Background: an optimization exercise with open tools, aiming at small area and a short achievable clock period. Do not read the settings as production practice. RTL that was checked went through simulation tests only; none was proved equivalent to the original. The RTL of run 1 was laid out without a check of its function.

==> flow/design.v, too long to show whole: its modules and the start of the top module <==
// module gardner_ted: 1005 lines
// module loop_filter_pi: 26 lines
// module symbol_nco: 30 lines
// module timing_recovery_top: 39 lines
module timing_recovery_top (
  input  logic               clk,
  input  logic               reset_n,
  input  logic [31:0]        sample_i,     
  output logic [31:0]        sym_o,        
  output logic               sym_valid_o,
  output logic [18:0]        err_o,        
  output logic signed [11:0] ctrl_o
);
  // ...
==> flow/run.sh <==
#!/bin/bash
# synth_recipe.tcl (not shown) runs the flow's synth.tcl, then flattens the netlist and writes it again
# the make line also repeats each setting of config.mk as NAME=value (left out here)
make -C /OpenROAD-flow-scripts/flow DESIGN_CONFIG=/design/flow/config.mk WORK_HOME=/design/flow/orfs CLKGATE_MAP_FILE= SYNTH_SCRIPT=/design/flow/synth_recipe.tcl finish
==> flow/config.mk <==
export PLATFORM = sky130hd
export DESIGN_NAME = timing_recovery_top
export DESIGN_NICKNAME = timing_recovery_top
export VERILOG_FILES = /design/flow/design.v
export SDC_FILE = /design/flow/constraint.sdc
export NUM_CORES = 4
export LEC_CHECK = 0
export CAP_MARGIN = 20
export CORE_MARGIN = 2
export CORE_UTILIZATION = 40
export SETUP_SLACK_MARGIN = 5
export SLEW_MARGIN = 20
==> flow/constraint.sdc <==
create_clock -name core_clock -period 12.0 [get_ports {clk}]
set_input_delay 2.4000 -clock core_clock [delete_from_list [all_inputs] [get_ports {clk}]]
set_output_delay 2.4000 -clock core_clock [all_outputs]
set_load 0.01 [all_outputs]
==> implementation parameters, run 1 <==
Parameter                              Value

Clock tree
  Clock latency of the later-clocked register in the worst-skew pair    roughly 0.60 ns
  CTS buffer count    46
  Clk buf depth    3
  Number of hold buffers added after cts    0

Layout
  Largest register by flop count    u_ted.dline
  Most used cells in the layout excluding fill and tap cells    dfxtp_1, nand2_1, inv_1, fa_1, o21ai_0
  Non-filler instance count after layout    3,204
  Layout cells sized above 1    between 10% and 20%
  Multi-input combinational cell count    1,533
  Inverters, non-clock    211
  Total non-filler cell area in the finished layout    roughly 28,000 µm²

Yosys
  Prevailing post-synth register cell    dfxtp_1
  Multiplexer area fraction after synthesis    roughly 4.6%
  Combinational family with the most area after synthesis    adder cells
  Post-Synth Adder-Cell Area    a little under a quarter
  Cell count after synthesis    between 2,000 and 2,500
  Ranking of synthesized cells by area    dfxtp_1, fa_1, xnor2_1
  Yosys warning count    4
  Dominant cell type by area after synthesis    dfxtp_1

Worst setup path
  Endpoint of the lowest-slack register-to-register path    u_lf.ctrl_q[7]$_SDFFE_PN0P_
  Critical path capture point type    flip-flop

Worst hold path
  Capture endpoint of the worst hold path    u_ted.dline[5][19]$_DFF_P_
  Path type of the worst min-delay path    reg2reg
  Worst Hold Launch    u_ted.dline[4][19]$_DFF_P_

Route
  Total DRC errors in the routed layout    0
  WL/cell    approximately 20 µm
  Antenna Violating Nets Remaining    0

Die
  Number of tap instances    about 770
  Vert. Die Dim    between 200 and 250 µm

Run status
  Run status    complete, no violations

Place
  Final HPWL DP    between 40,000 and 50,000 µm

Global routing
  Congestion Overflow GR    0
==> module loop_filter_pi, before the edit <==
module loop_filter_pi (
  input  logic               clk,
  input  logic               reset_n,
  input  logic [18:0]        err_i,    
  output logic signed [11:0] ctrl_o
);
  logic signed [17:0] err;
  logic signed [12:0] isum;
  logic signed [11:0] integ, integ_nxt, ctrl_nxt, ctrl_q;
  logic signed [14:0] csum;
  assign err = err_i[18:1];
  assign isum      = integ + (err >>> 8);
  assign integ_nxt = (isum > 13'sd2047) ? 12'sd2047 : (isum < -13'sd2048) ? -12'sd2048 : isum[11:0];
  assign csum      = (err >>> 4) + integ_nxt;
  assign ctrl_nxt  = (csum > 15'sd2047) ? 12'sd2047 : (csum < -15'sd2048) ? -12'sd2048 : csum[11:0];
  always_ff @(posedge clk) begin
    if (!reset_n) begin
      integ  <= '0;
      ctrl_q <= '0;
    end else if (err_i[0]) begin
      integ  <= integ_nxt;
      ctrl_q <= ctrl_nxt;
    end
  end
  assign ctrl_o = ctrl_q;
endmodule
==> module symbol_nco, before the edit <==
module symbol_nco (
  input  logic               clk,
  input  logic               reset_n,
  input  logic signed [11:0] ctrl_i,        
  output logic               sym_strobe_o,  
  output logic               p_load_o       
);
  localparam int MOD = 81920;   
  logic [16:0] phase;
  logic [12:0] incr;
  logic [16:0] sum;
  logic        wrap;
  logic        strobe_q;
  logic [17:0] ahead;
  assign incr = 13'd4096 + {ctrl_i[11], ctrl_i};   
  assign sum  = phase + 17'(incr);                 
  assign wrap = (sum >= 17'(MOD));
  assign ahead    = 18'(phase) + 18'(incr) + 18'({incr, 3'b000});
  assign p_load_o = (ahead < 18'(MOD));
  always_ff @(posedge clk) begin
    if (!reset_n) begin
      phase    <= '0;
      strobe_q <= 1'b0;
    end else begin
      phase    <= wrap ? 17'(sum - 17'(MOD)) : sum;
      strobe_q <= wrap;
    end
  end
  assign sym_strobe_o = strobe_q;
endmodule
==> module timing_recovery_top, before the edit <==
module timing_recovery_top (
  input  logic               clk,
  input  logic               reset_n,
  input  logic [31:0]        sample_i,     
  output logic [31:0]        sym_o,        
  output logic               sym_valid_o,
  output logic [18:0]        err_o,        
  output logic signed [11:0] ctrl_o
);
  logic               sym_strobe;   
  logic               p_load;       
  logic [18:0]        err;          
  logic signed [11:0] ctrl;         
  gardner_ted u_ted (
    .clk          (clk),
    .reset_n      (reset_n),
    .sample_i     (sample_i),
    .sym_strobe_i (sym_strobe),
    .p_load_i     (p_load),
    .err_o        (err),
    .sym_o        (sym_o),
    .sym_valid_o  (sym_valid_o)
  );
  loop_filter_pi u_lf (
    .clk     (clk),
    .reset_n (reset_n),
    .err_i   (err),
    .ctrl_o  (ctrl)
  );
  symbol_nco u_nco (
    .clk          (clk),
    .reset_n      (reset_n),
    .ctrl_i       (ctrl),
    .sym_strobe_o (sym_strobe),
    .p_load_o     (p_load)
  );
  assign err_o  = err;
  assign ctrl_o = ctrl;
endmodule
==> run 2, diff against run 1 <==
--- a/flow/design.v
+++ b/flow/design.v
@@ -1,34 +1,32 @@
 `timescale 1ns/100ps
 `default_nettype none
 module gardner_ted (
   input  logic        clk,
   input  logic        reset_n,
   input  logic [31:0] sample_i,       
   input  logic        sym_strobe_i,   
-  input  logic        p_load_i,       
+  input  logic        hp_load_i,      
   output logic [18:0] err_o,          
   output logic [31:0] sym_o,          
   output logic        sym_valid_o
 );
-  logic [31:0] dline [1:9];
-  logic [31:0] p_q;     
+  logic [31:0] dline [1:10];
   logic [20:0] hp_q;    
   always_ff @(posedge clk) begin
     dline[1] <= sample_i;
-    for (int k = 2; k <= 9; k++) dline[k] <= dline[k-1];
-    if (p_load_i) p_q <= dline[9];
+    for (int k = 2; k <= 10; k++) dline[k] <= dline[k-1];
   end
   logic        stb;
   logic [31:0] dg, mm;
   logic [15:0] g_i, g_q, m_i, m_q;
   assign stb = sym_strobe_i;
-  assign dg  = stb ? dline[9] : p_q;
-  assign mm  = stb ? sample_i : dline[7];
+  assign dg  = stb ? dline[9] : dline[10];
+  assign mm  = sample_i;
   assign g_i = dg[31:16];
   assign g_q = dg[15:0];
   assign m_i = mm[31:16];
   assign m_q = mm[15:0];
   logic [7:0] one_i, two_i, neg_i, one_q, two_q, neg_q;
   always_comb begin
     for (int k = 0; k < 8; k++) begin
       logic b0, b1, b2;
@@ -700,236 +698,17 @@
   assign c650 = (t_q[57] & t_q[58]) | (t_q[57] & t_q[59]) | (t_q[58] & t_q[59]);
   assign x651 = t_q[60] ^ t_q[61] ^ t_q[62];
   assign x652 = t_q[63] ^ t_q[64] ^ t_q[65];
   assign x653 = t_q[66] ^ t_q[67] ^ t_q[68];
   assign x654 = x651 ^ x652 ^ x653;
   assign x655 = c650 ^ x654;
   logic [20:0] err_full;
   logic        vld_q;
-  logic [20:0] err_full_g0, err_full_p0, err_full_x;
-  assign err_full_g0 = ({x655, c648, c646, c644, c642, c640, c638, c636, c634, c632, c630, c628, c626, c624, c622, c620, c618, c616, c614, c612, t_q[2]}) & ({1'b0, s649, s647, s645, s643, s641, s639, s637, s635, s633, s631, s629, s627, s625, s623, s621, s619, s617, s615, s613, s611});
-  assign err_full_x  = ({x655, c648, c646, c644, c642, c640, c638, c636, c634, c632, c630, c628, c626, c624, c622, c620, c618, c616, c614, c612, t_q[2]}) ^ ({1'b0, s649, s647, s645, s643, s641, s639, s637, s635, s633, s631, s629, s627, s625, s623, s621, s619, s617, s615, s613, s611});
-  assign err_full_p0 = err_full_x;
-  logic [20:0] err_full_g1, err_full_p1;
-  assign err_full_g1[0] = err_full_g0[0];
-  assign err_full_p1[0] = err_full_p0[0];
-  assign err_full_g1[1] = err_full_g0[1] | (err_full_p0[1] & err_full_g0[0]);
-  assign err_full_p1[1] = err_full_p0[1] & err_full_p0[0];
-  assign err_full_g1[2] = err_full_g0[2] | (err_full_p0[2] & err_full_g0[1]);
-  assign err_full_p1[2] = err_full_p0[2] & err_full_p0[1];
-  assign err_full_g1[3] = err_full_g0[3] | (err_full_p0[3] & err_full_g0[2]);
-  assign err_full_p1[3] = err_full_p0[3] & err_full_p0[2];
-  assign err_full_g1[4] = err_full_g0[4] | (err_full_p0[4] & err_full_g0[3]);
-  assign err_full_p1[4] = err_full_p0[4] & err_full_p0[3];
-  assign err_full_g1[5] = err_full_g0[5] | (err_full_p0[5] & err_full_g0[4]);
-  assign err_full_p1[5] = err_full_p0[5] & err_full_p0[4];
-  assign err_full_g1[6] = err_full_g0[6] | (err_full_p0[6] & err_full_g0[5]);
-  assign err_full_p1[6] = err_full_p0[6] & err_full_p0[5];
-  assign err_full_g1[7] = err_full_g0[7] | (err_full_p0[7] & err_full_g0[6]);
-  assign err_full_p1[7] = err_full_p0[7] & err_full_p0[6];
-  assign err_full_g1[8] = err_full_g0[8] | (err_full_p0[8] & err_full_g0[7]);
-  assign err_full_p1[8] = err_full_p0[8] & err_full_p0[7];
-  assign err_full_g1[9] = err_full_g0[9] | (err_full_p0[9] & err_full_g0[8]);
-  assign err_full_p1[9] = err_full_p0[9] & err_full_p0[8];
-  assign err_full_g1[10] = err_full_g0[10] | (err_full_p0[10] & err_full_g0[9]);
-  assign err_full_p1[10] = err_full_p0[10] & err_full_p0[9];
-  assign err_full_g1[11] = err_full_g0[11] | (err_full_p0[11] & err_full_g0[10]);
-  assign err_full_p1[11] = err_full_p0[11] & err_full_p0[10];
-  assign err_full_g1[12] = err_full_g0[12] | (err_full_p0[12] & err_full_g0[11]);
-  assign err_full_p1[12] = err_full_p0[12] & err_full_p0[11];
-  assign err_full_g1[13] = err_full_g0[13] | (err_full_p0[13] & err_full_g0[12]);
-  assign err_full_p1[13] = err_full_p0[13] & err_full_p0[12];
-  assign err_full_g1[14] = err_full_g0[14] | (err_full_p0[14] & err_full_g0[13]);
-  assign err_full_p1[14] = err_full_p0[14] & err_full_p0[13];
-  assign err_full_g1[15] = err_full_g0[15] | (err_full_p0[15] & err_full_g0[14]);
-  assign err_full_p1[15] = err_full_p0[15] & err_full_p0[14];
-  assign err_full_g1[16] = err_full_g0[16] | (err_full_p0[16] & err_full_g0[15]);
-  assign err_full_p1[16] = err_full_p0[16] & err_full_p0[15];
-  assign err_full_g1[17] = err_full_g0[17] | (err_full_p0[17] & err_full_g0[16]);
-  assign err_full_p1[17] = err_full_p0[17] & err_full_p0[16];
-  assign err_full_g1[18] = err_full_g0[18] | (err_full_p0[18] & err_full_g0[17]);
-  assign err_full_p1[18] = err_full_p0[18] & err_full_p0[17];
-  assign err_full_g1[19] = err_full_g0[19] | (err_full_p0[19] & err_full_g0[18]);
-  assign err_full_p1[19] = err_full_p0[19] & err_full_p0[18];
-  assign err_full_g1[20] = err_full_g0[20] | (err_full_p0[20] & err_full_g0[19]);
-  assign err_full_p1[20] = err_full_p0[20] & err_full_p0[19];
-  logic [20:0] err_full_g2, err_full_p2;
-  assign err_full_g2[0] = err_full_g1[0];
-  assign err_full_p2[0] = err_full_p1[0];
-  assign err_full_g2[1] = err_full_g1[1];
-  assign err_full_p2[1] = err_full_p1[1];
-  assign err_full_g2[2] = err_full_g1[2] | (err_full_p1[2] & err_full_g1[0]);
-  assign err_full_p2[2] = err_full_p1[2] & err_full_p1[0];
-  assign err_full_g2[3] = err_full_g1[3] | (err_full_p1[3] & err_full_g1[1]);
-  assign err_full_p2[3] = err_full_p1[3] & err_full_p1[1];
-  assign err_full_g2[4] = err_full_g1[4] | (err_full_p1[4] & err_full_g1[2]);
-  assign err_full_p2[4] = err_full_p1[4] & err_full_p1[2];
-  assign err_full_g2[5] = err_full_g1[5] | (err_full_p1[5] & err_full_g1[3]);
-  assign err_full_p2[5] = err_full_p1[5] & err_full_p1[3];
-  assign err_full_g2[6] = err_full_g1[6] | (err_full_p1[6] & err_full_g1[4]);
-  assign err_full_p2[6] = err_full_p1[6] & err_full_p1[4];
-  assign err_full_g2[7] = err_full_g1[7] | (err_full_p1[7] & err_full_g1[5]);
-  assign err_full_p2[7] = err_full_p1[7] & err_full_p1[5];
-  assign err_full_g2[8] = err_full_g1[8] | (err_full_p1[8] & err_full_g1[6]);
-  assign err_full_p2[8] = err_full_p1[8] & err_full_p1[6];
-  assign err_full_g2[9] = err_full_g1[9] | (err_full_p1[9] & err_full_g1[7]);
-  assign err_full_p2[9] = err_full_p1[9] & err_full_p1[7];
-  assign err_full_g2[10] = err_full_g1[10] | (err_full_p1[10] & err_full_g1[8]);
-  assign err_full_p2[10] = err_full_p1[10] & err_full_p1[8];
-  assign err_full_g2[11] = err_full_g1[11] | (err_full_p1[11] & err_full_g1[9]);
-  assign err_full_p2[11] = err_full_p1[11] & err_full_p1[9];
-  assign err_full_g2[12] = err_full_g1[12] | (err_full_p1[12] & err_full_g1[10]);
-  assign err_full_p2[12] = err_full_p1[12] & err_full_p1[10];
-  assign err_full_g2[13] = err_full_g1[13] | (err_full_p1[13] & err_full_g1[11]);
-  assign err_full_p2[13] = err_full_p1[13] & err_full_p1[11];
-  assign err_full_g2[14] = err_full_g1[14] | (err_full_p1[14] & err_full_g1[12]);
-  assign err_full_p2[14] = err_full_p1[14] & err_full_p1[12];
-  assign err_full_g2[15] = err_full_g1[15] | (err_full_p1[15] & err_full_g1[13]);
-  assign err_full_p2[15] = err_full_p1[15] & err_full_p1[13];
-  assign err_full_g2[16] = err_full_g1[16] | (err_full_p1[16] & err_full_g1[14]);
-  assign err_full_p2[16] = err_full_p1[16] & err_full_p1[14];
-  assign err_full_g2[17] = err_full_g1[17] | (err_full_p1[17] & err_full_g1[15]);
-  assign err_full_p2[17] = err_full_p1[17] & err_full_p1[15];
-  assign err_full_g2[18] = err_full_g1[18] | (err_full_p1[18] & err_full_g1[16]);
-  assign err_full_p2[18] = err_full_p1[18] & err_full_p1[16];
-  assign err_full_g2[19] = err_full_g1[19] | (err_full_p1[19] & err_full_g1[17]);
-  assign err_full_p2[19] = err_full_p1[19] & err_full_p1[17];
-  assign err_full_g2[20] = err_full_g1[20] | (err_full_p1[20] & err_full_g1[18]);
-  assign err_full_p2[20] = err_full_p1[20] & err_full_p1[18];
-  logic [20:0] err_full_g3, err_full_p3;
-  assign err_full_g3[0] = err_full_g2[0];
-  assign err_full_p3[0] = err_full_p2[0];
-  assign err_full_g3[1] = err_full_g2[1];
-  assign err_full_p3[1] = err_full_p2[1];
-  assign err_full_g3[2] = err_full_g2[2];
-  assign err_full_p3[2] = err_full_p2[2];
-  assign err_full_g3[3] = err_full_g2[3];
-  assign err_full_p3[3] = err_full_p2[3];
-  assign err_full_g3[4] = err_full_g2[4] | (err_full_p2[4] & err_full_g2[0]);
-  assign err_full_p3[4] = err_full_p2[4] & err_full_p2[0];
-  assign err_full_g3[5] = err_full_g2[5] | (err_full_p2[5] & err_full_g2[1]);
-  assign err_full_p3[5] = err_full_p2[5] & err_full_p2[1];
-  assign err_full_g3[6] = err_full_g2[6] | (err_full_p2[6] & err_full_g2[2]);
-  assign err_full_p3[6] = err_full_p2[6] & err_full_p2[2];
-  assign err_full_g3[7] = err_full_g2[7] | (err_full_p2[7] & err_full_g2[3]);
-  assign err_full_p3[7] = err_full_p2[7] & err_full_p2[3];
-  assign err_full_g3[8] = err_full_g2[8] | (err_full_p2[8] & err_full_g2[4]);
-  assign err_full_p3[8] = err_full_p2[8] & err_full_p2[4];
-  assign err_full_g3[9] = err_full_g2[9] | (err_full_p2[9] & err_full_g2[5]);
-  assign err_full_p3[9] = err_full_p2[9] & err_full_p2[5];
-  assign err_full_g3[10] = err_full_g2[10] | (err_full_p2[10] & err_full_g2[6]);
-  assign err_full_p3[10] = err_full_p2[10] & err_full_p2[6];
-  assign err_full_g3[11] = err_full_g2[11] | (err_full_p2[11] & err_full_g2[7]);
-  assign err_full_p3[11] = err_full_p2[11] & err_full_p2[7];
-  assign err_full_g3[12] = err_full_g2[12] | (err_full_p2[12] & err_full_g2[8]);
-  assign err_full_p3[12] = err_full_p2[12] & err_full_p2[8];
-  assign err_full_g3[13] = err_full_g2[13] | (err_full_p2[13] & err_full_g2[9]);
-  assign err_full_p3[13] = err_full_p2[13] & err_full_p2[9];
-  assign err_full_g3[14] = err_full_g2[14] | (err_full_p2[14] & err_full_g2[10]);
-  assign err_full_p3[14] = err_full_p2[14] & err_full_p2[10];
-  assign err_full_g3[15] = err_full_g2[15] | (err_full_p2[15] & err_full_g2[11]);
-  assign err_full_p3[15] = err_full_p2[15] & err_full_p2[11];
-  assign err_full_g3[16] = err_full_g2[16] | (err_full_p2[16] & err_full_g2[12]);
-  assign err_full_p3[16] = err_full_p2[16] & err_full_p2[12];
-  assign err_full_g3[17] = err_full_g2[17] | (err_full_p2[17] & err_full_g2[13]);
-  assign err_full_p3[17] = err_full_p2[17] & err_full_p2[13];
-  assign err_full_g3[18] = err_full_g2[18] | (err_full_p2[18] & err_full_g2[14]);
-  assign err_full_p3[18] = err_full_p2[18] & err_full_p2[14];
-  assign err_full_g3[19] = err_full_g2[19] | (err_full_p2[19] & err_full_g2[15]);
-  assign err_full_p3[19] = err_full_p2[19] & err_full_p2[15];
-  assign err_full_g3[20] = err_full_g2[20] | (err_full_p2[20] & err_full_g2[16]);
-  assign err_full_p3[20] = err_full_p2[20] & err_full_p2[16];
-  logic [20:0] err_full_g4, err_full_p4;
-  assign err_full_g4[0] = err_full_g3[0];
-  assign err_full_p4[0] = err_full_p3[0];
-  assign err_full_g4[1] = err_full_g3[1];
-  assign err_full_p4[1] = err_full_p3[1];
-  assign err_full_g4[2] = err_full_g3[2];
-  assign err_full_p4[2] = err_full_p3[2];
-  assign err_full_g4[3] = err_full_g3[3];
-  assign err_full_p4[3] = err_full_p3[3];
-  assign err_full_g4[4] = err_full_g3[4];
-  assign err_full_p4[4] = err_full_p3[4];
-  assign err_full_g4[5] = err_full_g3[5];
-  assign err_full_p4[5] = err_full_p3[5];
-  assign err_full_g4[6] = err_full_g3[6];
-  assign err_full_p4[6] = err_full_p3[6];
-  assign err_full_g4[7] = err_full_g3[7];
-  assign err_full_p4[7] = err_full_p3[7];
-  assign err_full_g4[8] = err_full_g3[8] | (err_full_p3[8] & err_full_g3[0]);
-  assign err_full_p4[8] = err_full_p3[8] & err_full_p3[0];
-  assign err_full_g4[9] = err_full_g3[9] | (err_full_p3[9] & err_full_g3[1]);
-  assign err_full_p4[9] = err_full_p3[9] & err_full_p3[1];
-  assign err_full_g4[10] = err_full_g3[10] | (err_full_p3[10] & err_full_g3[2]);
-  assign err_full_p4[10] = err_full_p3[10] & err_full_p3[2];
-  assign err_full_g4[11] = err_full_g3[11] | (err_full_p3[11] & err_full_g3[3]);
-  assign err_full_p4[11] = err_full_p3[11] & err_full_p3[3];
-  assign err_full_g4[12] = err_full_g3[12] | (err_full_p3[12] & err_full_g3[4]);
-  assign err_full_p4[12] = err_full_p3[12] & err_full_p3[4];
-  assign err_full_g4[13] = err_full_g3[13] | (err_full_p3[13] & err_full_g3[5]);
-  assign err_full_p4[13] = err_full_p3[13] & err_full_p3[5];
-  assign err_full_g4[14] = err_full_g3[14] | (err_full_p3[14] & err_full_g3[6]);
-  assign err_full_p4[14] = err_full_p3[14] & err_full_p3[6];
-  assign err_full_g4[15] = err_full_g3[15] | (err_full_p3[15] & err_full_g3[7]);
-  assign err_full_p4[15] = err_full_p3[15] & err_full_p3[7];
-  assign err_full_g4[16] = err_full_g3[16] | (err_full_p3[16] & err_full_g3[8]);
-  assign err_full_p4[16] = err_full_p3[16] & err_full_p3[8];
-  assign err_full_g4[17] = err_full_g3[17] | (err_full_p3[17] & err_full_g3[9]);
-  assign err_full_p4[17] = err_full_p3[17] & err_full_p3[9];
-  assign err_full_g4[18] = err_full_g3[18] | (err_full_p3[18] & err_full_g3[10]);
-  assign err_full_p4[18] = err_full_p3[18] & err_full_p3[10];
-  assign err_full_g4[19] = err_full_g3[19] | (err_full_p3[19] & err_full_g3[11]);
-  assign err_full_p4[19] = err_full_p3[19] & err_full_p3[11];
-  assign err_full_g4[20] = err_full_g3[20] | (err_full_p3[20] & err_full_g3[12]);
-  assign err_full_p4[20] = err_full_p3[20] & err_full_p3[12];
-  logic [20:0] err_full_g5, err_full_p5;
-  assign err_full_g5[0] = err_full_g4[0];
-  assign err_full_p5[0] = err_full_p4[0];
-  assign err_full_g5[1] = err_full_g4[1];
-  assign err_full_p5[1] = err_full_p4[1];
-  assign err_full_g5[2] = err_full_g4[2];
-  assign err_full_p5[2] = err_full_p4[2];
-  assign err_full_g5[3] = err_full_g4[3];
-  assign err_full_p5[3] = err_full_p4[3];
-  assign err_full_g5[4] = err_full_g4[4];
-  assign err_full_p5[4] = err_full_p4[4];
-  assign err_full_g5[5] = err_full_g4[5];
-  assign err_full_p5[5] = err_full_p4[5];
-  assign err_full_g5[6] = err_full_g4[6];
-  assign err_full_p5[6] = err_full_p4[6];
-  assign err_full_g5[7] = err_full_g4[7];
-  assign err_full_p5[7] = err_full_p4[7];
-  assign err_full_g5[8] = err_full_g4[8];
-  assign err_full_p5[8] = err_full_p4[8];
-  assign err_full_g5[9] = err_full_g4[9];
-  assign err_full_p5[9] = err_full_p4[9];
-  assign err_full_g5[10] = err_full_g4[10];
-  assign err_full_p5[10] = err_full_p4[10];
-  assign err_full_g5[11] = err_full_g4[11];
-  assign err_full_p5[11] = err_full_p4[11];
-  assign err_full_g5[12] = err_full_g4[12];
-  assign err_full_p5[12] = err_full_p4[12];
-  assign err_full_g5[13] = err_full_g4[13];
-  assign err_full_p5[13] = err_full_p4[13];
-  assign err_full_g5[14] = err_full_g4[14];
-  assign err_full_p5[14] = err_full_p4[14];
-  assign err_full_g5[15] = err_full_g4[15];
-  assign err_full_p5[15] = err_full_p4[15];
-  assign err_full_g5[16] = err_full_g4[16] | (err_full_p4[16] & err_full_g4[0]);
-  assign err_full_p5[16] = err_full_p4[16] & err_full_p4[0];
-  assign err_full_g5[17] = err_full_g4[17] | (err_full_p4[17] & err_full_g4[1]);
-  assign err_full_p5[17] = err_full_p4[17] & err_full_p4[1];
-  assign err_full_g5[18] = err_full_g4[18] | (err_full_p4[18] & err_full_g4[2]);
-  assign err_full_p5[18] = err_full_p4[18] & err_full_p4[2];
-  assign err_full_g5[19] = err_full_g4[19] | (err_full_p4[19] & err_full_g4[3]);
-  assign err_full_p5[19] = err_full_p4[19] & err_full_p4[3];
-  assign err_full_g5[20] = err_full_g4[20] | (err_full_p4[20] & err_full_g4[4]);
-  assign err_full_p5[20] = err_full_p4[20] & err_full_p4[4];
-  assign err_full = err_full_x ^ {err_full_g5[19:0], 1'b0};
+  assign err_full = {x655, c648, c646, c644, c642, c640, c638, c636, c634, c632, c630, c628, c626, c624, c622, c620, c618, c616, c614, c612, t_q[2]} + {1'b0, s649, s647, s645, s643, s641, s639, s637, s635, s633, s631, s629, s627, s625, s623, s621, s619, s617, s615, s613, s611};
   always_ff @(posedge clk) begin
     t_q[0] <= pp_q0_107;
     t_q[1] <= s234;
     t_q[2] <= s236;
     t_q[3] <= c235;
     t_q[4] <= c237;
     t_q[5] <= s238;
     t_q[6] <= c239;
@@ -990,17 +769,17 @@
     t_q[61] <= x603;
     t_q[62] <= x604;
     t_q[63] <= x605;
     t_q[64] <= x606;
     t_q[65] <= x607;
     t_q[66] <= x608;
     t_q[67] <= x609;
     t_q[68] <= x610;
-    hp_q <= err_full;
+    if (hp_load_i) hp_q <= err_full;
   end
   always_ff @(posedge clk) begin
     if (!reset_n) vld_q <= 1'b0;
     else          vld_q <= stb;
   end
   assign err_o       = {err_full[20:3], vld_q};
   assign sym_o       = dline[1];
   assign sym_valid_o = vld_q;
@@ -1009,25 +788,310 @@
 `timescale 1ns/100ps
 `default_nettype none
 module loop_filter_pi (
   input  logic               clk,
   input  logic               reset_n,
   input  logic [18:0]        err_i,    
   output logic signed [11:0] ctrl_o
 );
-  logic signed [17:0] err;
-  logic signed [12:0] isum;
-  logic signed [11:0] integ, integ_nxt, ctrl_nxt, ctrl_q;
-  logic signed [14:0] csum;
+  logic [17:0] err;
+  logic [14:0] a15, b15, i15;       
+  logic [11:0] integ, ctrl_q;
   assign err = err_i[18:1];
-  assign isum      = integ + (err >>> 8);
-  assign integ_nxt = (isum > 13'sd2047) ? 12'sd2047 : (isum < -13'sd2048) ? -12'sd2048 : isum[11:0];
-  assign csum      = (err >>> 4) + integ_nxt;
-  assign ctrl_nxt  = (csum > 15'sd2047) ? 12'sd2047 : (csum < -15'sd2048) ? -12'sd2048 : csum[11:0];
+  assign a15 = {{5{err[17]}}, err[17:8]};
+  assign b15 = {err[17], err[17:4]};
+  assign i15 = {{3{integ[11]}}, integ};
+  logic [12:0] isum, isum_a, isum_b, isum_x;
+  assign isum_a = a15[12:0];
+  assign isum_b = i15[12:0];
+  assign isum_x = isum_a ^ isum_b;
+  logic [13:0] isum_g0, isum_p0;
+  assign isum_g0 = {isum_a & isum_b, 1'b0};
+  assign isum_p0 = {isum_x, 1'b0};
+  logic [13:0] isum_g1, isum_p1;
+  assign isum_g1[0] = isum_g0[0];
+  assign isum_p1[0] = isum_p0[0];
+  assign isum_g1[1] = isum_g0[1] | (isum_p0[1] & isum_g0[0]);
+  assign isum_p1[1] = isum_p0[1] & isum_p0[0];
+  assign isum_g1[2] = isum_g0[2] | (isum_p0[2] & isum_g0[1]);
+  assign isum_p1[2] = isum_p0[2] & isum_p0[1];
+  assign isum_g1[3] = isum_g0[3] | (isum_p0[3] & isum_g0[2]);
+  assign isum_p1[3] = isum_p0[3] & isum_p0[2];
+  assign isum_g1[4] = isum_g0[4] | (isum_p0[4] & isum_g0[3]);
+  assign isum_p1[4] = isum_p0[4] & isum_p0[3];
+  assign isum_g1[5] = isum_g0[5] | (isum_p0[5] & isum_g0[4]);
+  assign isum_p1[5] = isum_p0[5] & isum_p0[4];
+  assign isum_g1[6] = isum_g0[6] | (isum_p0[6] & isum_g0[5]);
+  assign isum_p1[6] = isum_p0[6] & isum_p0[5];
+  assign isum_g1[7] = isum_g0[7] | (isum_p0[7] & isum_g0[6]);
+  assign isum_p1[7] = isum_p0[7] & isum_p0[6];
+  assign isum_g1[8] = isum_g0[8] | (isum_p0[8] & isum_g0[7]);
+  assign isum_p1[8] = isum_p0[8] & isum_p0[7];
+  assign isum_g1[9] = isum_g0[9] | (isum_p0[9] & isum_g0[8]);
+  assign isum_p1[9] = isum_p0[9] & isum_p0[8];
+  assign isum_g1[10] = isum_g0[10] | (isum_p0[10] & isum_g0[9]);
+  assign isum_p1[10] = isum_p0[10] & isum_p0[9];
+  assign isum_g1[11] = isum_g0[11] | (isum_p0[11] & isum_g0[10]);
+  assign isum_p1[11] = isum_p0[11] & isum_p0[10];
+  assign isum_g1[12] = isum_g0[12] | (isum_p0[12] & isum_g0[11]);
+  assign isum_p1[12] = isum_p0[12] & isum_p0[11];
+  assign isum_g1[13] = isum_g0[13] | (isum_p0[13] & isum_g0[12]);
+  assign isum_p1[13] = isum_p0[13] & isum_p0[12];
+  logic [13:0] isum_g2, isum_p2;
+  assign isum_g2[0] = isum_g1[0];
+  assign isum_p2[0] = isum_p1[0];
+  assign isum_g2[1] = isum_g1[1];
+  assign isum_p2[1] = isum_p1[1];
+  assign isum_g2[2] = isum_g1[2] | (isum_p1[2] & isum_g1[0]);
+  assign isum_p2[2] = isum_p1[2] & isum_p1[0];
+  assign isum_g2[3] = isum_g1[3] | (isum_p1[3] & isum_g1[1]);
+  assign isum_p2[3] = isum_p1[3] & isum_p1[1];
+  assign isum_g2[4] = isum_g1[4] | (isum_p1[4] & isum_g1[2]);
+  assign isum_p2[4] = isum_p1[4] & isum_p1[2];
+  assign isum_g2[5] = isum_g1[5] | (isum_p1[5] & isum_g1[3]);
+  assign isum_p2[5] = isum_p1[5] & isum_p1[3];
+  assign isum_g2[6] = isum_g1[6] | (isum_p1[6] & isum_g1[4]);
+  assign isum_p2[6] = isum_p1[6] & isum_p1[4];
+  assign isum_g2[7] = isum_g1[7] | (isum_p1[7] & isum_g1[5]);
+  assign isum_p2[7] = isum_p1[7] & isum_p1[5];
+  assign isum_g2[8] = isum_g1[8] | (isum_p1[8] & isum_g1[6]);
+  assign isum_p2[8] = isum_p1[8] & isum_p1[6];
+  assign isum_g2[9] = isum_g1[9] | (isum_p1[9] & isum_g1[7]);
+  assign isum_p2[9] = isum_p1[9] & isum_p1[7];
+  assign isum_g2[10] = isum_g1[10] | (isum_p1[10] & isum_g1[8]);
+  assign isum_p2[10] = isum_p1[10] & isum_p1[8];
+  assign isum_g2[11] = isum_g1[11] | (isum_p1[11] & isum_g1[9]);
+  assign isum_p2[11] = isum_p1[11] & isum_p1[9];
+  assign isum_g2[12] = isum_g1[12] | (isum_p1[12] & isum_g1[10]);
+  assign isum_p2[12] = isum_p1[12] & isum_p1[10];
+  assign isum_g2[13] = isum_g1[13] | (isum_p1[13] & isum_g1[11]);
+  assign isum_p2[13] = isum_p1[13] & isum_p1[11];
+  logic [13:0] isum_g3, isum_p3;
+  assign isum_g3[0] = isum_g2[0];
+  assign isum_p3[0] = isum_p2[0];
+  assign isum_g3[1] = isum_g2[1];
+  assign isum_p3[1] = isum_p2[1];
+  assign isum_g3[2] = isum_g2[2];
+  assign isum_p3[2] = isum_p2[2];
+  assign isum_g3[3] = isum_g2[3];
+  assign isum_p3[3] = isum_p2[3];
+  assign isum_g3[4] = isum_g2[4] | (isum_p2[4] & isum_g2[0]);
+  assign isum_p3[4] = isum_p2[4] & isum_p2[0];
+  assign isum_g3[5] = isum_g2[5] | (isum_p2[5] & isum_g2[1]);
+  assign isum_p3[5] = isum_p2[5] & isum_p2[1];
+  assign isum_g3[6] = isum_g2[6] | (isum_p2[6] & isum_g2[2]);
+  assign isum_p3[6] = isum_p2[6] & isum_p2[2];
+  assign isum_g3[7] = isum_g2[7] | (isum_p2[7] & isum_g2[3]);
+  assign isum_p3[7] = isum_p2[7] & isum_p2[3];
+  assign isum_g3[8] = isum_g2[8] | (isum_p2[8] & isum_g2[4]);
+  assign isum_p3[8] = isum_p2[8] & isum_p2[4];
+  assign isum_g3[9] = isum_g2[9] | (isum_p2[9] & isum_g2[5]);
+  assign isum_p3[9] = isum_p2[9] & isum_p2[5];
+  assign isum_g3[10] = isum_g2[10] | (isum_p2[10] & isum_g2[6]);
+  assign isum_p3[10] = isum_p2[10] & isum_p2[6];
+  assign isum_g3[11] = isum_g2[11] | (isum_p2[11] & isum_g2[7]);
+  assign isum_p3[11] = isum_p2[11] & isum_p2[7];
+  assign isum_g3[12] = isum_g2[12] | (isum_p2[12] & isum_g2[8]);
+  assign isum_p3[12] = isum_p2[12] & isum_p2[8];
+  assign isum_g3[13] = isum_g2[13] | (isum_p2[13] & isum_g2[9]);
+  assign isum_p3[13] = isum_p2[13] & isum_p2[9];
+  logic [13:0] isum_g4, isum_p4;
+  assign isum_g4[0] = isum_g3[0];
+  assign isum_p4[0] = isum_p3[0];
+  assign isum_g4[1] = isum_g3[1];
+  assign isum_p4[1] = isum_p3[1];
+  assign isum_g4[2] = isum_g3[2];
+  assign isum_p4[2] = isum_p3[2];
+  assign isum_g4[3] = isum_g3[3];
+  assign isum_p4[3] = isum_p3[3];
+  assign isum_g4[4] = isum_g3[4];
+  assign isum_p4[4] = isum_p3[4];
+  assign isum_g4[5] = isum_g3[5];
+  assign isum_p4[5] = isum_p3[5];
+  assign isum_g4[6] = isum_g3[6];
+  assign isum_p4[6] = isum_p3[6];
+  assign isum_g4[7] = isum_g3[7];
+  assign isum_p4[7] = isum_p3[7];
+  assign isum_g4[8] = isum_g3[8] | (isum_p3[8] & isum_g3[0]);
+  assign isum_p4[8] = isum_p3[8] & isum_p3[0];
+  assign isum_g4[9] = isum_g3[9] | (isum_p3[9] & isum_g3[1]);
+  assign isum_p4[9] = isum_p3[9] & isum_p3[1];
+  assign isum_g4[10] = isum_g3[10] | (isum_p3[10] & isum_g3[2]);
+  assign isum_p4[10] = isum_p3[10] & isum_p3[2];
+  assign isum_g4[11] = isum_g3[11] | (isum_p3[11] & isum_g3[3]);
+  assign isum_p4[11] = isum_p3[11] & isum_p3[3];
+  assign isum_g4[12] = isum_g3[12] | (isum_p3[12] & isum_g3[4]);
+  assign isum_p4[12] = isum_p3[12] & isum_p3[4];
+  assign isum_g4[13] = isum_g3[13] | (isum_p3[13] & isum_g3[5]);
+  assign isum_p4[13] = isum_p3[13] & isum_p3[5];
+  assign isum = isum_x ^ isum_g4[12:0];
+  logic ovp, ovn;
+  assign ovp = ~isum[12] &  isum[11];
+  assign ovn =  isum[12] & ~isum[11];
+  logic [11:0] integ_nxt;
+  assign integ_nxt = ovp ? 12'h7ff : ovn ? 12'h800 : isum[11:0];
+  logic [14:0] cs_s, cs_c;
+  assign cs_s = a15 ^ b15 ^ i15;
+  assign cs_c = (a15 & b15) | (a15 & i15) | (b15 & i15);
+  logic [14:0] ysum, ysum_a, ysum_b, ysum_x;
+  assign ysum_a = cs_s;
+  assign ysum_b = {cs_c[13:0], 1'b0};
+  assign ysum_x = ysum_a ^ ysum_b;
+  logic [15:0] ysum_g0, ysum_p0;
+  assign ysum_g0 = {ysum_a & ysum_b, 1'b0};
+  assign ysum_p0 = {ysum_x, 1'b0};
+  logic [15:0] ysum_g1, ysum_p1;
+  assign ysum_g1[0] = ysum_g0[0];
+  assign ysum_p1[0] = ysum_p0[0];
+  assign ysum_g1[1] = ysum_g0[1] | (ysum_p0[1] & ysum_g0[0]);
+  assign ysum_p1[1] = ysum_p0[1] & ysum_p0[0];
+  assign ysum_g1[2] = ysum_g0[2] | (ysum_p0[2] & ysum_g0[1]);
+  assign ysum_p1[2] = ysum_p0[2] & ysum_p0[1];
+  assign ysum_g1[3] = ysum_g0[3] | (ysum_p0[3] & ysum_g0[2]);
+  assign ysum_p1[3] = ysum_p0[3] & ysum_p0[2];
+  assign ysum_g1[4] = ysum_g0[4] | (ysum_p0[4] & ysum_g0[3]);
+  assign ysum_p1[4] = ysum_p0[4] & ysum_p0[3];
+  assign ysum_g1[5] = ysum_g0[5] | (ysum_p0[5] & ysum_g0[4]);
+  assign ysum_p1[5] = ysum_p0[5] & ysum_p0[4];
+  assign ysum_g1[6] = ysum_g0[6] | (ysum_p0[6] & ysum_g0[5]);
+  assign ysum_p1[6] = ysum_p0[6] & ysum_p0[5];
+  assign ysum_g1[7] = ysum_g0[7] | (ysum_p0[7] & ysum_g0[6]);
+  assign ysum_p1[7] = ysum_p0[7] & ysum_p0[6];
+  assign ysum_g1[8] = ysum_g0[8] | (ysum_p0[8] & ysum_g0[7]);
+  assign ysum_p1[8] = ysum_p0[8] & ysum_p0[7];
+  assign ysum_g1[9] = ysum_g0[9] | (ysum_p0[9] & ysum_g0[8]);
+  assign ysum_p1[9] = ysum_p0[9] & ysum_p0[8];
+  assign ysum_g1[10] = ysum_g0[10] | (ysum_p0[10] & ysum_g0[9]);
+  assign ysum_p1[10] = ysum_p0[10] & ysum_p0[9];
+  assign ysum_g1[11] = ysum_g0[11] | (ysum_p0[11] & ysum_g0[10]);
+  assign ysum_p1[11] = ysum_p0[11] & ysum_p0[10];
+  assign ysum_g1[12] = ysum_g0[12] | (ysum_p0[12] & ysum_g0[11]);
+  assign ysum_p1[12] = ysum_p0[12] & ysum_p0[11];
+  assign ysum_g1[13] = ysum_g0[13] | (ysum_p0[13] & ysum_g0[12]);
+  assign ysum_p1[13] = ysum_p0[13] & ysum_p0[12];
+  assign ysum_g1[14] = ysum_g0[14] | (ysum_p0[14] & ysum_g0[13]);
+  assign ysum_p1[14] = ysum_p0[14] & ysum_p0[13];
+  assign ysum_g1[15] = ysum_g0[15] | (ysum_p0[15] & ysum_g0[14]);
+  assign ysum_p1[15] = ysum_p0[15] & ysum_p0[14];
+  logic [15:0] ysum_g2, ysum_p2;
+  assign ysum_g2[0] = ysum_g1[0];
+  assign ysum_p2[0] = ysum_p1[0];
+  assign ysum_g2[1] = ysum_g1[1];
+  assign ysum_p2[1] = ysum_p1[1];
+  assign ysum_g2[2] = ysum_g1[2] | (ysum_p1[2] & ysum_g1[0]);
+  assign ysum_p2[2] = ysum_p1[2] & ysum_p1[0];
+  assign ysum_g2[3] = ysum_g1[3] | (ysum_p1[3] & ysum_g1[1]);
+  assign ysum_p2[3] = ysum_p1[3] & ysum_p1[1];
+  assign ysum_g2[4] = ysum_g1[4] | (ysum_p1[4] & ysum_g1[2]);
+  assign ysum_p2[4] = ysum_p1[4] & ysum_p1[2];
+  assign ysum_g2[5] = ysum_g1[5] | (ysum_p1[5] & ysum_g1[3]);
+  assign ysum_p2[5] = ysum_p1[5] & ysum_p1[3];
+  assign ysum_g2[6] = ysum_g1[6] | (ysum_p1[6] & ysum_g1[4]);
+  assign ysum_p2[6] = ysum_p1[6] & ysum_p1[4];
+  assign ysum_g2[7] = ysum_g1[7] | (ysum_p1[7] & ysum_g1[5]);
+  assign ysum_p2[7] = ysum_p1[7] & ysum_p1[5];
+  assign ysum_g2[8] = ysum_g1[8] | (ysum_p1[8] & ysum_g1[6]);
+  assign ysum_p2[8] = ysum_p1[8] & ysum_p1[6];
+  assign ysum_g2[9] = ysum_g1[9] | (ysum_p1[9] & ysum_g1[7]);
+  assign ysum_p2[9] = ysum_p1[9] & ysum_p1[7];
+  assign ysum_g2[10] = ysum_g1[10] | (ysum_p1[10] & ysum_g1[8]);
+  assign ysum_p2[10] = ysum_p1[10] & ysum_p1[8];
+  assign ysum_g2[11] = ysum_g1[11] | (ysum_p1[11] & ysum_g1[9]);
+  assign ysum_p2[11] = ysum_p1[11] & ysum_p1[9];
+  assign ysum_g2[12] = ysum_g1[12] | (ysum_p1[12] & ysum_g1[10]);
+  assign ysum_p2[12] = ysum_p1[12] & ysum_p1[10];
+  assign ysum_g2[13] = ysum_g1[13] | (ysum_p1[13] & ysum_g1[11]);
+  assign ysum_p2[13] = ysum_p1[13] & ysum_p1[11];
+  assign ysum_g2[14] = ysum_g1[14] | (ysum_p1[14] & ysum_g1[12]);
+  assign ysum_p2[14] = ysum_p1[14] & ysum_p1[12];
+  assign ysum_g2[15] = ysum_g1[15] | (ysum_p1[15] & ysum_g1[13]);
+  assign ysum_p2[15] = ysum_p1[15] & ysum_p1[13];
+  logic [15:0] ysum_g3, ysum_p3;
+  assign ysum_g3[0] = ysum_g2[0];
+  assign ysum_p3[0] = ysum_p2[0];
+  assign ysum_g3[1] = ysum_g2[1];
+  assign ysum_p3[1] = ysum_p2[1];
+  assign ysum_g3[2] = ysum_g2[2];
+  assign ysum_p3[2] = ysum_p2[2];
+  assign ysum_g3[3] = ysum_g2[3];
+  assign ysum_p3[3] = ysum_p2[3];
+  assign ysum_g3[4] = ysum_g2[4] | (ysum_p2[4] & ysum_g2[0]);
+  assign ysum_p3[4] = ysum_p2[4] & ysum_p2[0];
+  assign ysum_g3[5] = ysum_g2[5] | (ysum_p2[5] & ysum_g2[1]);
+  assign ysum_p3[5] = ysum_p2[5] & ysum_p2[1];
+  assign ysum_g3[6] = ysum_g2[6] | (ysum_p2[6] & ysum_g2[2]);
+  assign ysum_p3[6] = ysum_p2[6] & ysum_p2[2];
+  assign ysum_g3[7] = ysum_g2[7] | (ysum_p2[7] & ysum_g2[3]);
+  assign ysum_p3[7] = ysum_p2[7] & ysum_p2[3];
+  assign ysum_g3[8] = ysum_g2[8] | (ysum_p2[8] & ysum_g2[4]);
+  assign ysum_p3[8] = ysum_p2[8] & ysum_p2[4];
+  assign ysum_g3[9] = ysum_g2[9] | (ysum_p2[9] & ysum_g2[5]);
+  assign ysum_p3[9] = ysum_p2[9] & ysum_p2[5];
+  assign ysum_g3[10] = ysum_g2[10] | (ysum_p2[10] & ysum_g2[6]);
+  assign ysum_p3[10] = ysum_p2[10] & ysum_p2[6];
+  assign ysum_g3[11] = ysum_g2[11] | (ysum_p2[11] & ysum_g2[7]);
+  assign ysum_p3[11] = ysum_p2[11] & ysum_p2[7];
+  assign ysum_g3[12] = ysum_g2[12] | (ysum_p2[12] & ysum_g2[8]);
+  assign ysum_p3[12] = ysum_p2[12] & ysum_p2[8];
+  assign ysum_g3[13] = ysum_g2[13] | (ysum_p2[13] & ysum_g2[9]);
+  assign ysum_p3[13] = ysum_p2[13] & ysum_p2[9];
+  assign ysum_g3[14] = ysum_g2[14] | (ysum_p2[14] & ysum_g2[10]);
+  assign ysum_p3[14] = ysum_p2[14] & ysum_p2[10];
+  assign ysum_g3[15] = ysum_g2[15] | (ysum_p2[15] & ysum_g2[11]);
+  assign ysum_p3[15] = ysum_p2[15] & ysum_p2[11];
+  logic [15:0] ysum_g4, ysum_p4;
+  assign ysum_g4[0] = ysum_g3[0];
+  assign ysum_p4[0] = ysum_p3[0];
+  assign ysum_g4[1] = ysum_g3[1];
+  assign ysum_p4[1] = ysum_p3[1];
+  assign ysum_g4[2] = ysum_g3[2];
+  assign ysum_p4[2] = ysum_p3[2];
+  assign ysum_g4[3] = ysum_g3[3];
+  assign ysum_p4[3] = ysum_p3[3];
+  assign ysum_g4[4] = ysum_g3[4];
+  assign ysum_p4[4] = ysum_p3[4];
+  assign ysum_g4[5] = ysum_g3[5];
+  assign ysum_p4[5] = ysum_p3[5];
+  assign ysum_g4[6] = ysum_g3[6];
+  assign ysum_p4[6] = ysum_p3[6];
+  assign ysum_g4[7] = ysum_g3[7];
+  assign ysum_p4[7] = ysum_p3[7];
+  assign ysum_g4[8] = ysum_g3[8] | (ysum_p3[8] & ysum_g3[0]);
+  assign ysum_p4[8] = ysum_p3[8] & ysum_p3[0];
+  assign ysum_g4[9] = ysum_g3[9] | (ysum_p3[9] & ysum_g3[1]);
+  assign ysum_p4[9] = ysum_p3[9] & ysum_p3[1];
+  assign ysum_g4[10] = ysum_g3[10] | (ysum_p3[10] & ysum_g3[2]);
+  assign ysum_p4[10] = ysum_p3[10] & ysum_p3[2];
+  assign ysum_g4[11] = ysum_g3[11] | (ysum_p3[11] & ysum_g3[3]);
+  assign ysum_p4[11] = ysum_p3[11] & ysum_p3[3];
+  assign ysum_g4[12] = ysum_g3[12] | (ysum_p3[12] & ysum_g3[4]);
+  assign ysum_p4[12] = ysum_p3[12] & ysum_p3[4];
+  assign ysum_g4[13] = ysum_g3[13] | (ysum_p3[13] & ysum_g3[5]);
+  assign ysum_p4[13] = ysum_p3[13] & ysum_p3[5];
+  assign ysum_g4[14] = ysum_g3[14] | (ysum_p3[14] & ysum_g3[6]);
+  assign ysum_p4[14] = ysum_p3[14] & ysum_p3[6];
+  assign ysum_g4[15] = ysum_g3[15] | (ysum_p3[15] & ysum_g3[7]);
+  assign ysum_p4[15] = ysum_p3[15] & ysum_p3[7];
+  assign ysum = ysum_x ^ ysum_g4[14:0];
+  function automatic logic [11:0] sat12(input logic [14:0] x);
+    if (!x[14] && (x[13:11] != 3'b000))      sat12 = 12'h7ff;
+    else if (x[14] && (x[13:11] != 3'b111))  sat12 = 12'h800;
+    else                                     sat12 = x[11:0];
+  endfunction
+  logic [11:0] zdec, zs, ws;
+  logic        bpos, bneg4k, bge4k;
+  assign zdec   = b15[11:0] - 12'd1;
+  assign bpos   = ~b15[14] & (b15[13:0] != 14'd0);
+  assign bneg4k = b15[14] & (b15[13:12] != 2'b11);
+  assign zs     = bpos ? 12'h7ff : bneg4k ? 12'h800 : zdec;
+  assign bge4k  = ~b15[14] & (b15[13:12] != 2'b00);
+  assign ws     = bge4k ? 12'h7ff : b15[14] ? 12'h800 : {~b15[11], b15[10:0]};
+  logic [11:0] ctrl_nxt;
+  assign ctrl_nxt = ovp ? zs : ovn ? ws : sat12(ysum);
   always_ff @(posedge clk) begin
     if (!reset_n) begin
       integ  <= '0;
       ctrl_q <= '0;
     end else if (err_i[0]) begin
       integ  <= integ_nxt;
       ctrl_q <= ctrl_nxt;
     end
@@ -1037,76 +1101,78 @@
 `default_nettype wire
 `timescale 1ns/100ps
 `default_nettype none
 module symbol_nco (
   input  logic               clk,
   input  logic               reset_n,
   input  logic signed [11:0] ctrl_i,        
   output logic               sym_strobe_o,  
-  output logic               p_load_o       
+  output logic               hp_load_o      
 );
   localparam int MOD = 81920;   
   logic [16:0] phase;
   logic [12:0] incr;
   logic [16:0] sum;
   logic        wrap;
   logic        strobe_q;
   logic [17:0] ahead;
+  logic [2:0]  la_q;    
   assign incr = 13'd4096 + {ctrl_i[11], ctrl_i};   
   assign sum  = phase + 17'(incr);                 
   assign wrap = (sum >= 17'(MOD));
-  assign ahead    = 18'(phase) + 18'(incr) + 18'({incr, 3'b000});
-  assign p_load_o = (ahead < 18'(MOD));
+  assign ahead = 18'(phase) + 18'({incr, 1'b0}) + 18'({incr, 3'b000});
   always_ff @(posedge clk) begin
     if (!reset_n) begin
       phase    <= '0;
       strobe_q <= 1'b0;
     end else begin
       phase    <= wrap ? 17'(sum - 17'(MOD)) : sum;
       strobe_q <= wrap;
     end
+    la_q <= {la_q[1:0], (ahead < 18'(MOD))};
   end
   assign sym_strobe_o = strobe_q;
+  assign hp_load_o    = la_q[2];
 endmodule
 `default_nettype wire
 `timescale 1ns/100ps
 `default_nettype none
 module timing_recovery_top (
   input  logic               clk,
   input  logic               reset_n,
   input  logic [31:0]        sample_i,     
   output logic [31:0]        sym_o,        
   output logic               sym_valid_o,
   output logic [18:0]        err_o,        
   output logic signed [11:0] ctrl_o
 );
   logic               sym_strobe;   
-  logic               p_load;       
+  logic               hp_load;       
   logic [18:0]        err;          
   logic signed [11:0] ctrl;         
   gardner_ted u_ted (
     .clk          (clk),
     .reset_n      (reset_n),
     .sample_i     (sample_i),
     .sym_strobe_i (sym_strobe),
-    .p_load_i     (p_load),
+    .hp_load_i     (hp_load),
     .err_o        (err),
     .sym_o        (sym_o),
     .sym_valid_o  (sym_valid_o)
   );
   loop_filter_pi u_lf (
     .clk     (clk),
     .reset_n (reset_n),
     .err_i   (err),
     .ctrl_o  (ctrl)
   );
   symbol_nco u_nco (
     .clk          (clk),
     .reset_n      (reset_n),
     .ctrl_i       (ctrl),
     .sym_strobe_o (sym_strobe),
-    .p_load_o     (p_load)
+    .hp_load_o     (hp_load)
   );
   assign err_o  = err;
   assign ctrl_o = ctrl;
 endmodule
 `default_nettype wire
==> flow/flow/run.sh (new file) <==
#!/bin/bash
set -euo pipefail
bash standard.sh SETUP_SLACK_MARGIN=7 finish > standard_flow.log 2>&1
==> flow/standard.sh (new file) <==
#!/bin/bash
# synth_recipe.tcl (not shown) runs the flow's synth.tcl, then flattens the netlist and writes it again
# the make line also repeats each setting of config.mk as NAME=value (left out here)
make -C /OpenROAD-flow-scripts/flow DESIGN_CONFIG=/design/flow/config.mk WORK_HOME=/design/flow/orfs CLKGATE_MAP_FILE= SYNTH_SCRIPT=/design/flow/synth_recipe.tcl "${@:-finish}"
==> flow/config.mk (replaced) <==
export PLATFORM = sky130hd
export DESIGN_NAME = timing_recovery_top
export DESIGN_NICKNAME = timing_recovery_top
export VERILOG_FILES = /design/flow/design.v
export SDC_FILE = /design/flow/constraint.sdc
export NUM_CORES = 4
export LEC_CHECK = 0
export CAP_MARGIN = 20
export CORE_MARGIN = 2
export CORE_UTILIZATION = 40
export SLEW_MARGIN = 20
removed: flow/run.sh
==> implementation parameters, run 2 <==
Parameter                              Value

Yosys
  Area share of the largest cell type after synthesis    between 30 and 40%
  Fraction of synthesized cell area in xor and xnor cells    a little under a tenth
  Post-Synth Adder-Cell Area    23.3% (+0.47 points)
  Yosys warning count    4 (unchanged)
  Multiplexer area fraction after synthesis    2.76% (-1.8 points)
  Netlist area before placement    around 25,000 µm²
  Most numerous cell types in the synthesized netlist    dfxtp_1, inv_1, fa_1
  Ranking of synthesized cells by area    dfxtp_1, fa_1, ha_1
  Synth Area in Simple Gates    6.26%
  Cell count after synthesis    2,278 (-0.22%)
  Dominant cell type by area after synthesis    dfxtp_1
  Post-synthesis cell type count    between 80 and 90
  Compound-Gate Fraction of Synth Area    between 10% and 20%
  Number of synthesized flops with an enable pin    21
  Prevailing post-synth register cell    dfxtp_1
  Most instantiated library cell after synthesis    dfxtp_1
  Syn Area/Cell    10.8 µm²
  Syn Nets    between 2,000 and 3,000
  Combinational family with the most area after synthesis    adder cells
  Share of synthesized area occupied by flip-flops and latches    a little under two fifths
  Synth Register Bits    about 460
  Post-synth ARST share    0%

Global routing
  Maximum number of pins on one net before global-route repair    47
  Congestion Overflow GR    0 (unchanged)
  Wire length of the first global-routing pass    around 110,000 µm
  Number of antenna violations at the first check in global routing    0
  Via count of the first global-routing pass    between 15,000 and 20,000
  Total global-route track usage    21.5%

Route
  Number of iterations in the first detailed-routing pass    5
  WL/cell    20.8 µm (+3.7%)
  Detailed-route vias per instance    ~5.4
  Detailed Route WL    approximately 70,000 µm
  Via total after detailed routing    17,700
  Count of routing violations after the opening detailed-route iteration    1,236
  Total DRC errors in the routed layout    0 (unchanged)
  Antenna Violating Nets Remaining    0 (unchanged)

Worst setup path
  Crit Path Class    reg2out
  Reg2Reg Depth    23
  Data arrival at the endpoint of the critical path    roughly 3.8 ns
  Reg2Reg Launch Point    u_ted.t_q[3]$_DFF_P_
  Kind of launch point of the worst setup path    flip-flop
  Worst setup path end    err_o[16]
  Slowest stage cell on the critical path    fa_1
  Slowest stage delay, CP    about 0.55 ns
  Slack of the worst reg-to-reg path    ~5.9 ns
  Biggest fanout along the worst timing path    2
  Critical path capture point type    primary output
  Setup crit start    u_ted.t_q[3]$_DFF_P_
  Endpoint of the lowest-slack register-to-register path    u_lf.ctrl_q[4]$_SDFFE_PN0P_
  Worst path required time    9.60 ns
  Ordered cell list for the critical path    inv_2 -> fa_1 -> inv_2 -> fa_2 -> a211o_1 -> a2111oi_4 -> or4_4 -> buf_4 -> a21boi_2 -> or4_4 -> o311ai_4 -> buf_2

Timing
  Worst Tran Pin Value    about 0.87 ns
  Final total negative setup slack    0 ns
  Final setup viols    0
  Relative max-transition margin    a little over two fifths
  Post-route clock skew    between 0.02 and 0.03 ns
  Time the worst path needs with I/O delays and setup    6.23 ns
  Setup repair after global routing missed its margin    yes
  Highest attainable clock frequency    around 0.16 GHz
  Fin crit share    roughly 52%
  Count of endpoints failing hold in the final timing report    0
  Count of pins over their slew limit    0
  Final Hold Slack    0.315 ns

Layout
  Most used cells in the layout excluding fill and tap cells    dfxtp_1, inv_1, fa_1, xnor2_1, a22oi_1
  Non-filler instance count after layout    3,284 (+2.5%)
  Layout cells sized above 1    23.6% (+12 points)
  Most common cell after layout, fill and taps aside    dfxtp_1
  Largest registers ranked by flip-flop count    u_ted.dline x320, u_ted.t_q x69, u_ted.hp_q x21
  Largest register by flop count    u_ted.dline
  Layout Area Growth over Synthesis    24.7%
  Number of flip-flops in the largest register    320
  N_diodes    0
  Net count reported at finish    roughly 2,800

Clock tree
  TritonCTS Sinks    456
  Number of hold buffers added after cts    0 (unchanged)
  Depth of the CTS H-tree    2
  Clock latency of the later-clocked register in the worst-skew pair    0.60 ns (about the same)
  Clock-pin slew of the registers on the worst-case setup and hold paths    0.06 ns
  Clk buf depth    3 (unchanged)
  Root buf cell    clkbuf_16
  CTS buffer count    49 (+6.5%)
  TritonCTS clock tree    built

Die
  Floorplan Core Area    60,500 µm²
  Site Rows    90
  Die Width    252 µm
  Count of pins on the block boundary    around 100
  Vert. Die Dim    252 µm (+1.4%)
  Initial core utilization    40.5%
  Die area    around 63,000 µm²

Place
  Routability congestion estimate from global placement    roughly 0.9
  Number of port buffers    between 90 and 100
  Post-placement cell count    about 3,100
  Final HPWL DP    47,700 µm (-1.4%)

Worst hold path
  Path type of the worst min-delay path    reg2reg

Job
  Number of maximum-capacitance constraint violations    0

Run status
  Run status    complete, no violations
run 2: cell count changes after synthesis, moves of 30 or more:
cell | previous run | this run
clkbuf_1 | 53 | 96
o21ai_0 | 197 | 63
a22oi_1 | 17 | 176
xor2_1 | 55 | 108
nor2_1 | 100 | 66
mux2_2 | 42 | 12
nand2_1 | 223 | 79
xnor2_1 | 199 | 154
run 2: cells by family after synthesis:
| logic type | Yosys count |
|---|---|
| mux | 66 |
| buf+inv | 368 |
| simple gates | 300 |
| compound gates | 490 |
| xor+xnor | 263 |
| fa+ha+maj | 335 |
| flops | 456 |
run 2: area by class of cell:
class | instances | area, µm²
fillers | 5247 | 29900
clock inverters | 27 | 324
inverters | 229 | 888
multi-input cells | 1455 | 15200
clock buffers | 62 | 1340
well taps | 782 | 978
flip-flops and latches | 456 | 9350
repair buffers | 273 | 2530
run 2: routing by layer:
metal,track usage (%),up-vias,part of all wire [%]
li1,-,8096,-
met5,0,-,0
met3,2.99,121,5.4
met2,34.2,538,45
met4,6.34,0,2.8
met1,30.5,8908,46
run 2: how the worst min path moves through the flow:
| stage | from | endpoint | depth (start not counted) |
|---|---|---|---|
| final | u_ted.dline[5][2]$_DFF_P_ | u_ted.dline[6][2]$_DFF_P_ | 0 |
| after global routing | u_ted.dline[5][2]$_DFF_P_ | u_ted.dline[6][2]$_DFF_P_ | 0 |
| after CTS | u_ted.dline[5][2]$_DFF_P_ | u_ted.dline[6][2]$_DFF_P_ | 0 |
| after detailed placement | u_ted.dline[3][31]$_DFF_P_ | u_ted.dline[4][31]$_DFF_P_ | 0 |
| after global placement | u_ted.dline[3][21]$_DFF_P_ | u_ted.dline[4][21]$_DFF_P_ | 0 |
| after floorplan | u_nco.la_q[0]$_DFF_P_ | u_nco.la_q[1]$_DFF_P_ | 0 |
run 2: repair_timing:
item                                   4_1_cts  5_1_grt
setup endpoints to repair                   75       55
pin swaps                                   87       97
gates cloned                                 1        0
resized for setup                          431      139
endpoints found under the hold margin        0        0
setup buffers                              105       39
run 2: stage by stage:
step	util, %	area (µm²)	setup WS, ns
3_5_place_dp	43.8	26500	5.51
6_report	50.6	30600	5.77
5_1_grt	50.6	30600	5.64
3_3_place_gp	43.8	26500	5.54
2_1_floorplan	-	25100	6.44
4_1_cts	49.2	29800	5.76
run 2: worst max-delay path, delay by kind of cell (launching register included):
kind,cells,cell delay [ns]
flops,1,0.32
compound gates,4,0.89
fa+ha+maj,2,0.95
buf+inv,4,0.39
simple gates,2,0.68
==> run 3, diff against run 2 <==
==> flow/run.sh (new file) <==
#!/bin/bash
# synth_recipe.tcl (not shown) runs the flow's synth.tcl, then flattens the netlist and writes it again
# the make line also repeats each setting of config.mk as NAME=value (left out here)
make -C /OpenROAD-flow-scripts/flow DESIGN_CONFIG=/design/flow/config.mk WORK_HOME=/design/flow/orfs CLKGATE_MAP_FILE= SYNTH_SCRIPT=/design/flow/synth_recipe.tcl finish
--- a/flow/config.mk
+++ b/flow/config.mk
@@ -8,4 +8,5 @@
 export CAP_MARGIN = 20
 export CORE_MARGIN = 2
 export CORE_UTILIZATION = 40
+export SETUP_SLACK_MARGIN = 5
 export SLEW_MARGIN = 20
removed: flow/flow/run.sh
removed: flow/standard.sh
==> implementation parameters, run 3 <==
Parameter                              Value

Timing
  Final total negative setup slack    0 ns (unchanged)
  Final setup viols    0 (unchanged)
  Post-route clock skew    0.0372 ns (+0.0115 ns)
  Setup repair after global routing missed its margin    yes
  Count of endpoints failing hold in the final timing report    0 (unchanged)
  Time the worst path needs with I/O delays and setup    6.82 ns (+0.588 ns)
  Relative max-transition margin    22.7% (-19 points)
  Highest attainable clock frequency    0.147 GHz (-8.6%)

Worst setup path
  Data arrival at the endpoint of the critical path    4.42 ns (+0.59 ns)
  Critical path capture point type    primary output
  Biggest fanout along the worst timing path    6 (+4)
  Kind of launch point of the worst setup path    flip-flop

Global routing
  Congestion Overflow GR    0 (unchanged)
  Via count of the first global-routing pass    17,400 (-2.9%)
  Wire length of the first global-routing pass    103,000 µm (-1.7%)
  Number of antenna violations at the first check in global routing    1 (+1)
  Maximum number of pins on one net before global-route repair    49 (+4.3%)

Yosys
  Multiplexer area fraction after synthesis    2.76% (unchanged)
  Share of synthesized area occupied by flip-flops and latches    38.1% (unchanged)
  Synth Register Bits    456 (unchanged)
  Cell count after synthesis    2,278 (unchanged)
  Compound-Gate Fraction of Synth Area    14.1% (unchanged)
  Prevailing post-synth register cell    dfxtp_1
  Area share of the largest cell type after synthesis    35.5% (unchanged)
  Synth Area in Simple Gates    6.26% (unchanged)
  Combinational family with the most area after synthesis    adder cells
  Post-synthesis cell type count    88 (unchanged)
  Post-synth ARST share    0% (unchanged)
  Syn Area/Cell    10.8 µm² (unchanged)
  Most numerous cell types in the synthesized netlist    dfxtp_1, inv_1, fa_1
  Netlist area before placement    24,500 µm² (unchanged)
  Fraction of synthesized cell area in xor and xnor cells    9.43% (unchanged)

Layout
  Most common cell after layout, fill and taps aside    dfxtp_1
  Fill count    5,515 (+5.1%)
  Layout Area Growth over Synthesis    13.8%
  Most used cells in the layout excluding fill and tap cells    dfxtp_1, inv_1, fa_1, a22oi_1, xnor2_1
  Layout cells sized above 1    7.64% (-16 points)
  Number of flip-flops in the largest register    320 (unchanged)
  Largest registers ranked by flip-flop count    u_ted.dline x320, u_ted.t_q x69, u_ted.hp_q x21
  Largest register by flop count    u_ted.dline
  Net count reported at finish    2,676 (-5.2%)

Route
  Detailed-route vias per instance    5.41 (+0.57%)
  Met2 wirelength from detailed routing    29,400 µm (-5.4%)
  Number of iterations in the first detailed-routing pass    7 (+2)
  Sum of routed wire segments on met1    29,200 µm (-7.6%)
  Antenna Violating Nets Remaining    0 (unchanged)
  Top routing layer used    met5
  WL/cell    20.8 µm (-0.13%)
  Via total after detailed routing    17,000 (-3.9%)

Place
  Number of port buffers    97 (unchanged)
  Routability congestion estimate from global placement    0.957 (+7.0%)

Clock tree
  Number of hold buffers added after cts    0 (unchanged)
  CTS buffer count    49 (unchanged)
  TritonCTS Sinks    456 (unchanged)
  TritonCTS clock tree    built
  Clock latency of the later-clocked register in the worst-skew pair    0.60 ns (about the same)
  Root buf cell    clkbuf_16

Die
  Die area    63,300 µm² (unchanged)
  Die Width    252 µm (unchanged)
  Site Rows    90 (unchanged)
  Vert. Die Dim    252 µm (unchanged)

Worst hold path
  Path type of the worst min-delay path    reg2reg

Job
  Number of maximum-capacitance constraint violations    0 (unchanged)

Run status
  Run status    complete, no violations
==> run 3: cell counts after synthesis <==
No cell type changed its count.
==> run 3: worst paths after layout <==
kind / from / to / depth (start not counted) / slack (ns)
hold reg to reg: u_ted.dline[7][12]$_DFF_P_ / u_ted.dline[8][12]$_DFF_P_ / 0 / 0.31
hold / removal: u_ted.dline[7][12]$_DFF_P_ / u_ted.dline[8][12]$_DFF_P_ / 0 / 0.31
setup reg to reg: u_ted.t_q[3]$_DFF_P_ / u_lf.ctrl_q[6]$_SDFFE_PN0P_ / 21 / 5.38
setup / recovery: u_ted.t_q[3]$_DFF_P_ / err_o[16] / 12 / 5.18
==> run 3: repair_timing <==
action / CTS / global route
pin swaps: 0 / 2
setup endpoints to repair: 2 / 13
setup buffers: 0 / 2
gates resized for setup: 2 / 11
==> run 3: per-layer routing <==
layer / up-vias / track usage, %
met5: - / 0
met4: 2 / 5.71
met3: 112 / 4.25
met2: 633 / 33.1
met1: 8423 / 29.3
li1: 7809 / -
==> run 3: per-stage QoR <==
stage                     worst slack [ns]  cell area [µm²]  std cells  utilization [%]  hold WS [ns]
after detailed placement              5.14            26100       3047             43.1         0.312
after global placement                5.23            26100       3047             43.1         0.310
final                                 5.18            27900       3139             46.1         0.307
after floorplan                       5.95            24500       2278                -         0.310
after CTS                             5.00            27800       3137             46.0         0.315
after global routing                  4.97            27900       3139             46.1         0.318
==> run 3: layout make-up <==
type	instances	area [µm²]	area share, %
Clock buffer	60	1360	4.88
Clock inverter	30	359	1.29
Inverter	229	863	3.10
Multi-Input combinational cell	1454	13800	49.4
Sequential cell	456	9340	33.5
Tap cell	782	978	3.51
Timing Repair Buffer	128	1210	4.34
==> run 3: cells by family after synthesis <==
group / Yosys count
AOI/OAI and AO/OA: 490
xor gates and xnor gates: 263
adders and majority gates: 335
buffers and inverters: 368
DFF: 456
muxes: 66
and+or+nand+nor: 300
==> run 3: worst max-delay path, cell delays in order, from the launching register on <==
cell	delay, ns
dfxtp_1	0.33
inv_1	0.06
fa_1	0.54
inv_1	0.08
fa_2	0.42
a211o_1	0.31
a2111oi_4	0.44
or4_4	0.21
a21boi_0	0.11
or4_4	0.46
o311ai_4	0.14
buf_6	0.19
clkdlybuf4s50_1	0.53

==> port drivers added, routing unchanged <==
Ports are ideal in the flow. The routed layouts listed here were re-timed in OpenROAD. Step 1 (the two cells are an assumption about what drives the block):
set clk [get_ports {clk}]
set_driving_cell -lib_cell sky130_fd_sc_hd__clkbuf_16 $clk
set_driving_cell -lib_cell sky130_fd_sc_hd__buf_2 [delete_from_list [all_inputs] $clk]
Step 2 times the ports against the registers' clock, not the clock port: input delays grow and output delays shrink by t, the midpoint of the rising clock arrivals with the driver on. Slacks: ideal ports / drivers / drivers and shift; pairs: ideal ports / drivers.
run | t, ns | setup slack, ns | hold WS [ns]
run 1 | 0.643 | 4.670 / 4.670 / 4.670 | 0.317 / 0.317 / 0.317
run 2 | 0.643 | 5.768 / 5.712 / 5.847 | 0.315 / 0.315 / 0.315
run 3 | 0.644 | 5.180 / 5.116 / 5.129 | 0.307 / 0.307 / 0.307
After both steps setup and hold are still met in every run listed. For run 3, which loses most, drivers alone change the setup slack by -0.064 ns; drivers and shift together by -0.051 ns.
